This design comes from an exercise in tuning for small area on the open sky130 flow, not from production work. Only simulation tests tie the RTL to the original design; equivalence was not proved.

==> run a: inputs <==
==> flow/design.v <==
`default_nettype none
package timetag_pkg;
	typedef enum logic [7:0] {
		DET_ENABLE   = 8'h01,
		SEQ_RUN      = 8'h02,
		SEQ_INIT     = 8'h03,
		SEQ_TIMING_0 = 8'h10,
		SEQ_TIMING_1 = 8'h11,
		SEQ_TIMING_2 = 8'h12,
		SEQ_TIMING_3 = 8'h13
	} reg_addr_e;
	typedef enum logic {
		REC_PHOTON = 1'b0,
		REC_LASER  = 1'b1
	} rec_kind_e;
	typedef struct packed {
		logic [31-4:0] reserved;
		logic [4-1:0]  mask;
	} reg_mask_t;
	typedef struct packed {
		logic [15:0] high_count;
		logic [15:0] low_count;
	} reg_timing_t;
	typedef union packed {
		reg_mask_t   mask_view;
		reg_timing_t timing_view;
	} reg_value_u;
endpackage
`default_nettype wire
`timescale 1ns/1ps
`default_nettype none
module cmd_parser (
	input  wire                     clk,
	input  wire                     rst,
	input  wire [7:0]               cmd_data,
	input  wire                     cmd_wr,
	output logic                    reg_wr,
	output logic [2:0]              reg_code,
	output logic [31:0]             reg_value
);
	localparam logic [7:0] MAX_LEN = 8'd5;
	localparam logic [2:0] ST_HUNT  = 3'd0;
	localparam logic [2:0] ST_LEN   = 3'd1;
	localparam logic [2:0] ST_ADDR  = 3'd2;
	localparam logic [2:0] ST_VALUE = 3'd3;
	localparam logic [2:0] ST_SKIP  = 3'd4;
	logic [2:0]  state;
	logic [7:0]  remain;
	logic [1:0]  byte_idx;
	logic        last_byte;
	logic        in_addr;
	logic        in_value;
	logic [7:0]  vbyte;
	logic [2:0]  code;
	assign last_byte = (remain == 8'd1);
	assign in_addr  = cmd_wr & (state == ST_ADDR);
	assign in_value = cmd_wr & (state == ST_VALUE);
	assign code = (cmd_data[7:5] == 3'd0 && cmd_data[3:2] == 2'd0) ? {cmd_data[4], cmd_data[1:0]} : 3'd0;
	always_ff @(posedge clk) begin
		if (rst) begin
			state <= ST_HUNT;
			reg_wr <= 1'b0;
		end else begin
			reg_wr <= (in_addr | in_value) & last_byte;
			if (cmd_wr) begin
				case (state)
					ST_HUNT: begin
						if (cmd_data == 8'hAA)
							state <= ST_LEN;
					end
					ST_LEN: begin
						if (cmd_data == 8'd0)
							state <= ST_HUNT;
						else if (cmd_data > MAX_LEN)
							state <= ST_SKIP;
						else
							state <= ST_ADDR;
					end
					ST_ADDR: state <= last_byte ? ST_HUNT : ST_VALUE;
					ST_VALUE, ST_SKIP: begin
						if (last_byte)
							state <= ST_HUNT;
					end
					default: state <= ST_HUNT;
				endcase
			end
		end
	end
	always_ff @(posedge clk) begin
		if (cmd_wr) begin
			if (state == ST_LEN)
				remain <= cmd_data;
			else
				remain <= remain - 8'd1;
		end
		if (in_addr)
			byte_idx <= 2'd0;
		else if (in_value)
			byte_idx <= byte_idx + 2'd1;
	end
	assign vbyte = (in_addr | rst) ? 8'd0 : cmd_data;
	always_ff @(posedge clk) begin
		if (in_addr)
			reg_code <= code;
		for (int k = 0; k < 4; k++)
			if (in_addr | rst | (in_value & (byte_idx == 2'(k))))
				reg_value[8*k +: 8] <= vbyte;
	end
endmodule
`default_nettype wire
`timescale 1ns/1ps
`default_nettype none
module photon_tagger (
	input  wire                          clk,
	input  wire                          rst,
	input  wire                          rst_d,
	input  wire [4-1:0]       detectors,
	input  wire                          wr_det,
	input  wire [4-1:0]       wr_mask,
	output logic                         hit,
	output logic [4-1:0]      hit_mask
);
	logic [4-1:0] det_en;
	logic [4-1:0] sync_a;
	logic [4-1:0] sync_b;
	logic [4-1:0] det_prev;
	logic [4-1:0] tag;
	logic [2:0]              dead [4];
	always_ff @(posedge clk) begin
		if (rst_d | wr_det)
			det_en <= wr_mask;
	end
	always_ff @(posedge clk) begin
		sync_a <= detectors;
		sync_b <= sync_a;
		det_prev <= sync_b;
	end
	logic [4-1:0] fb;
	always_comb begin
		for (int i = 0; i < 4; i++) begin
			tag[i] = det_en[i] & sync_b[i] & ~det_prev[i] & (dead[i] == 3'b000);
			hit_mask[i] = (dead[i] == 3'b001);
			fb[i] = (~dead[i][2] & dead[i][0]) | (dead[i][2] & dead[i][1] & ~dead[i][0]);
		end
	end
	assign hit = |hit_mask;
	always_ff @(posedge clk) begin
		for (int i = 0; i < 4; i++)
			dead[i] <= rst ? 3'b101 : {dead[i][1:0], fb[i] | tag[i]};
	end
endmodule
`default_nettype wire
`timescale 1ns/1ps
`default_nettype none
module pulse_seq (
	input  wire                          clk,
	input  wire                          rst,
	input  wire                          rst_d,
	input  wire                          wr_run,
	input  wire                          wr_init,
	input  wire [4-1:0]       wr_timing,
	input  wire [31:0]                   reg_value,
	output logic [4-1:0]      laser_en,
	output logic                         toggle
);
	logic [4-1:0] run_mask;
	logic [4-1:0] run_next;
	logic [4-1:0] init_mask;
	logic [4-1:0] active;
	logic [4-1:0] flip;
	logic [4-1:0] load;
	logic [4-1:0] lvl;
	logic [31:0]             timing [4];
	assign run_next = wr_run ? reg_value[4-1:0] : run_mask;
	always_ff @(posedge clk) begin
		if (rst) begin
			run_mask <= '0;
			init_mask <= '0;
		end else begin
			run_mask <= run_next;
			if (wr_init)
				init_mask <= reg_value[4-1:0];
		end
		for (int i = 0; i < 4; i++)
			if (rst_d | wr_timing[i])
				timing[i] <= reg_value;
	end
	logic [15:0] ncnt [4];
	logic [15:0] ninc [4];
	logic [4-1:0] s_hi;
	logic [4-1:0] s_lo;
	always_comb begin
		for (int i = 0; i < 4; i++) begin
			active[i] = run_next[i] & run_mask[i];
			flip[i] = active[i] & (ncnt[i] == 16'hFFFE);
			load[i] = ~active[i] | flip[i];
			lvl[i] = active[i] ? ~laser_en[i] : init_mask[i];
			s_hi[i] = load[i] & lvl[i];
			s_lo[i] = load[i] & ~lvl[i];
			ninc[i] = ncnt[i] + 16'd1;
		end
	end
	always_ff @(posedge clk) begin
		if (rst) begin
			laser_en <= '0;
			toggle <= 1'b0;
		end else begin
			toggle <= |flip;
			for (int i = 0; i < 4; i++)
				if (load[i])
					laser_en[i] <= lvl[i];
		end
		for (int i = 0; i < 4; i++)
			ncnt[i] <= ~(({16{s_hi[i]}} & timing[i][31:16]) |
			             ({16{s_lo[i]}} & timing[i][15:0]) |
			             ({16{~load[i]}} & ~ninc[i]));
	end
endmodule
`default_nettype wire
`timescale 1ns/1ps
`default_nettype none
module record_merger (
	input  wire                    clk,
	input  wire                    rst,
	input  wire                    hit,
	input  wire [4-1:0] hit_mask,
	input  wire                    toggle,
	input  wire [4-1:0] laser_en,
	output logic                   rec_valid,
	output logic [31:0]            rec_data
);
	logic [26-1:0] stamp;
	logic [26-1:0] ts;
	logic                    park_valid;
	logic                    park_take;
	logic [4-1:0] park_mask;
	logic [2:0]              park_low;
	logic                    out_kind;
	logic [2:0]              out_low;
	logic [4-1:0] out_mask;
	logic                    borrow;
	logic [26-1:0] out_stamp;
	logic [26:0]   icy;
	logic [26-3:0] bcy;
	logic [26-4:0] out_hi;
	always_comb begin
		icy[0] = 1'b1;
		for (int b = 0; b < 26; b++) begin
			ts[b] = stamp[b] ^ icy[b];
			icy[b+1] = icy[b] & stamp[b];
		end
	end
	assign park_take = toggle & (hit | park_valid);
	always_ff @(posedge clk) begin
		if (rst) begin
			stamp <= '1;
			rec_valid <= 1'b0;
			park_valid <= 1'b0;
		end else begin
			stamp <= ts;
			rec_valid <= hit | toggle | park_valid;
			park_valid <= park_take | (park_valid & hit);
		end
	end
	always_ff @(posedge clk) begin
		if (park_take) begin
			park_mask <= laser_en;
			park_low <= ts[2:0];
		end
		out_kind <= ~hit;
		out_low <= (~hit & park_valid) ? park_low : ts[2:0];
		if (hit)
			out_mask <= hit_mask;
		else if (park_valid)
			out_mask <= park_mask;
		else
			out_mask <= laser_en;
	end
	assign borrow = (out_low > stamp[2:0]);
	assign out_stamp = {out_hi, out_low};
	localparam int HI = 26 - 3;
	localparam int NG = (HI + 3) / 4;
	logic [NG-1:0] gz;
	logic [NG-1:0] gb;
	always_comb begin
		for (int g = 0; g < NG; g++) begin
			gz[g] = 1'b1;
			for (int b = 4 * g; b < 4 * g + 4 && b < HI; b++)
				gz[g] = gz[g] & ~stamp[3 + b];
		end
		for (int g = 0; g < NG; g++) begin
			gb[g] = 1'b1;
			for (int h = 0; h < g; h++)
				gb[g] = gb[g] & gz[h];
		end
		for (int b = 0; b < HI; b++) begin
			bcy[b] = gb[b / 4];
			for (int c = 4 * (b / 4); c < b; c++)
				bcy[b] = bcy[b] & ~stamp[3 + c];
			out_hi[b] = stamp[3 + b] ^ (borrow & bcy[b]);
		end
	end
	assign rec_data = {out_kind, out_mask, 1'b0, out_stamp};
endmodule
`default_nettype wire
`timescale 1ns/1ps
`default_nettype none
module timetag_top (
	input  wire                     clk,
	input  wire                     rst,
	input  wire [7:0]               cmd_data,
	input  wire                     cmd_wr,
	input  wire [4-1:0]  detectors,
	output logic [4-1:0] laser_en,
	output logic                    rec_valid,
	output logic [31:0]             rec_data
);
	logic                    reg_wr;
	logic [2:0]              reg_code;
	logic [31:0]             reg_value;
	logic                    wr_det;
	logic                    wr_run;
	logic                    wr_init;
	logic [4-1:0] wr_timing;
	logic                    hit;
	logic [4-1:0] hit_mask;
	logic                    toggle;
	logic                    rst_d;
	always_ff @(posedge clk)
		rst_d <= rst;
	cmd_parser u_parser (
		.clk       (clk),
		.rst       (rst),
		.cmd_data  (cmd_data),
		.cmd_wr    (cmd_wr),
		.reg_wr    (reg_wr),
		.reg_code  (reg_code),
		.reg_value (reg_value)
	);
	assign wr_det  = reg_wr & (reg_code == 3'd1);
	assign wr_run  = reg_wr & (reg_code == 3'd2);
	assign wr_init = reg_wr & (reg_code == 3'd3);
	always_comb
		for (int i = 0; i < 4; i++)
			wr_timing[i] = reg_wr & (reg_code == 3'(4 + i));
	photon_tagger u_tagger (
		.clk       (clk),
		.rst       (rst),
		.rst_d     (rst_d),
		.detectors (detectors),
		.wr_det    (wr_det),
		.wr_mask   (reg_value[4-1:0]),
		.hit       (hit),
		.hit_mask  (hit_mask)
	);
	pulse_seq u_seq (
		.clk       (clk),
		.rst       (rst),
		.rst_d     (rst_d),
		.wr_run    (wr_run),
		.wr_init   (wr_init),
		.wr_timing (wr_timing),
		.reg_value (reg_value),
		.laser_en  (laser_en),
		.toggle    (toggle)
	);
	record_merger u_merger (
		.clk       (clk),
		.rst       (rst),
		.hit       (hit),
		.hit_mask  (hit_mask),
		.toggle    (toggle),
		.laser_en  (laser_en),
		.rec_valid (rec_valid),
		.rec_data  (rec_data)
	);
endmodule
`default_nettype wire
==> flow/flow/run.sh <==
#!/bin/bash
# Layout flow: the standard ORFS flow with an area-oriented ABC mapping
# script, a coarser clock tree and small port buffers. Every other step is
# the standard one.
set -euo pipefail
HERE=$PWD
FLOWDIR=$HERE/flow

# Synthesis script: the standard flow's, with the final ABC call using our script
{
	head -n 1 synth_recipe.tcl
	cat <<'TCL'
proc abc {args} {
  set i [lsearch -exact $args -script]
  if { $i >= 0 } { lset args [expr {$i + 1}] $::env(MY_ABC_SCRIPT) }
  yosys abc {*}$args
}
TCL
	tail -n +2 synth_recipe.tcl
} > my_synth.tcl
export MY_ABC_SCRIPT=$FLOWDIR/abc_area.script

MAKELINE=$(grep '^make ' standard.sh)
MAKELINE=${MAKELINE//SYNTH_SCRIPT=$HERE\/synth_recipe.tcl/SYNTH_SCRIPT=$HERE\/my_synth.tcl}
MAKELINE=${MAKELINE%\"\$\{@:-finish\}\"}
echo "$MAKELINE" > make_cmd.txt

EXTRA=()
if [[ -f $FLOWDIR/extra.sh ]]; then source $FLOWDIR/extra.sh; fi

eval "$MAKELINE" '"${EXTRA[@]}"' finish > make.log 2>&1

RES=$(sed -n 's/.*WORK_HOME=\([^ ]*\).*/\1/p' make_cmd.txt)/results/sky130hd/timetag_top/base
: # left out here: write the final layout as DEF
==> flow/flow/abc_area.script <==
strash
dc2
dch
amap -F 10 -A 10
topo
stime -c
dnsize -c
==> flow/flow/extra.sh <==
EXTRA=(
	"ADDER_MAP_FILE="
	"CTS_ARGS=-sink_clustering_enable -repair_clock_nets -sink_clustering_size 10 -sink_clustering_max_diameter 50 -dont_use_dummy_load -buf_list sky130_fd_sc_hd__clkbuf_4"
	"BUFFER_PORTS_ARGS=-buffer_cell sky130_fd_sc_hd__buf_1"
)
==> flow/standard.sh <==
#!/bin/bash
# synth_recipe.tcl (not shown) runs the flow's synth.tcl, then flattens the netlist and writes it again
# the make line also repeats each setting of config.mk as NAME=value (left out here)
make -C /OpenROAD-flow-scripts/flow DESIGN_CONFIG=/design/flow/config.mk WORK_HOME=/design/flow/orfs CLKGATE_MAP_FILE= SYNTH_SCRIPT=/design/flow/synth_recipe.tcl "${@:-finish}"
==> flow/config.mk <==
export PLATFORM = sky130hd
export DESIGN_NAME = timetag_top
export DESIGN_NICKNAME = timetag_top
export VERILOG_FILES = /design/flow/design.v
export SDC_FILE = /design/flow/constraint.sdc
export NUM_CORES = 4
export LEC_CHECK = 0
export CAP_MARGIN = 0
export CORE_MARGIN = 2
export CORE_UTILIZATION = 60
export GPL_TIMING_DRIVEN = 0
export SLEW_MARGIN = 0
==> flow/constraint.sdc <==
create_clock -name core_clock -period 5.0 [get_ports {clk}]
set_input_delay 1.0000 -clock core_clock [delete_from_list [all_inputs] [get_ports {clk}]]
set_output_delay 1.0000 -clock core_clock [all_outputs]
set_load 0.01 [all_outputs]
==> run b: changes against run a <==
--- a/flow/design.v
+++ b/flow/design.v
@@ -54,3 +54,3 @@
 	logic [2:0]  code;
-	assign last_byte = (remain == 8'd1);
+	assign last_byte = (remain[2:0] == 3'd1) && (state != ST_SKIP || remain[7:3] == 5'd0);
 	assign in_addr  = cmd_wr & (state == ST_ADDR);
@@ -88,2 +88,3 @@
 	end
+	assign byte_idx = remain[4:3];
 	always_ff @(posedge clk) begin
@@ -92,2 +93,4 @@
 				remain <= cmd_data;
+			else if (state == ST_VALUE)
+				remain <= {remain[7:5], remain[4:3] + 2'd1, remain[2:0] - 3'd1};
 			else
@@ -95,6 +98,2 @@
 		end
-		if (in_addr)
-			byte_idx <= 2'd0;
-		else if (in_value)
-			byte_idx <= byte_idx + 2'd1;
 	end
CORE_UTILIZATION = 75   (was 60)
==> comparison <==
Of run a and run b, run b has the higher sequential share of layout area (gap 0.51 points).
Between run a and run b, the lower via count is in run a (gap about 2%, measured against run b).
In run a the flip-flop and latch count is higher than in run b, by 2.
Of run a and run b, run b has the higher core utilization (gap 17 points).
Between run a and run b, the lower die area is in run b (gap 24%, measured against run b).

-- port drivers added, routing unchanged --
Ports are ideal in the flow. The routed layouts listed here were re-timed in OpenROAD.
Step 1 sets driving cells, clkbuf_16 on the clock port and buf_2 on the other inputs (assumed; they add their load-dependent delay and slew).
Step 2 also shifts input and output timing later by t, the mid clock arrival at the registers, as if the neighbouring blocks saw the same clock.
Three values: ideal ports, drivers, drivers and shift; two values: the first two.
run | t, ns | setup slack, ns | latest minus earliest clock arrival (ns)
run a | 0.664 | 0.540 / 0.500 / 0.946 | 0.050 / 0.050
run b | 0.644 | 0.481 / 0.445 / 0.908 | 0.043 / 0.044
After both steps every run listed still meets setup and hold.
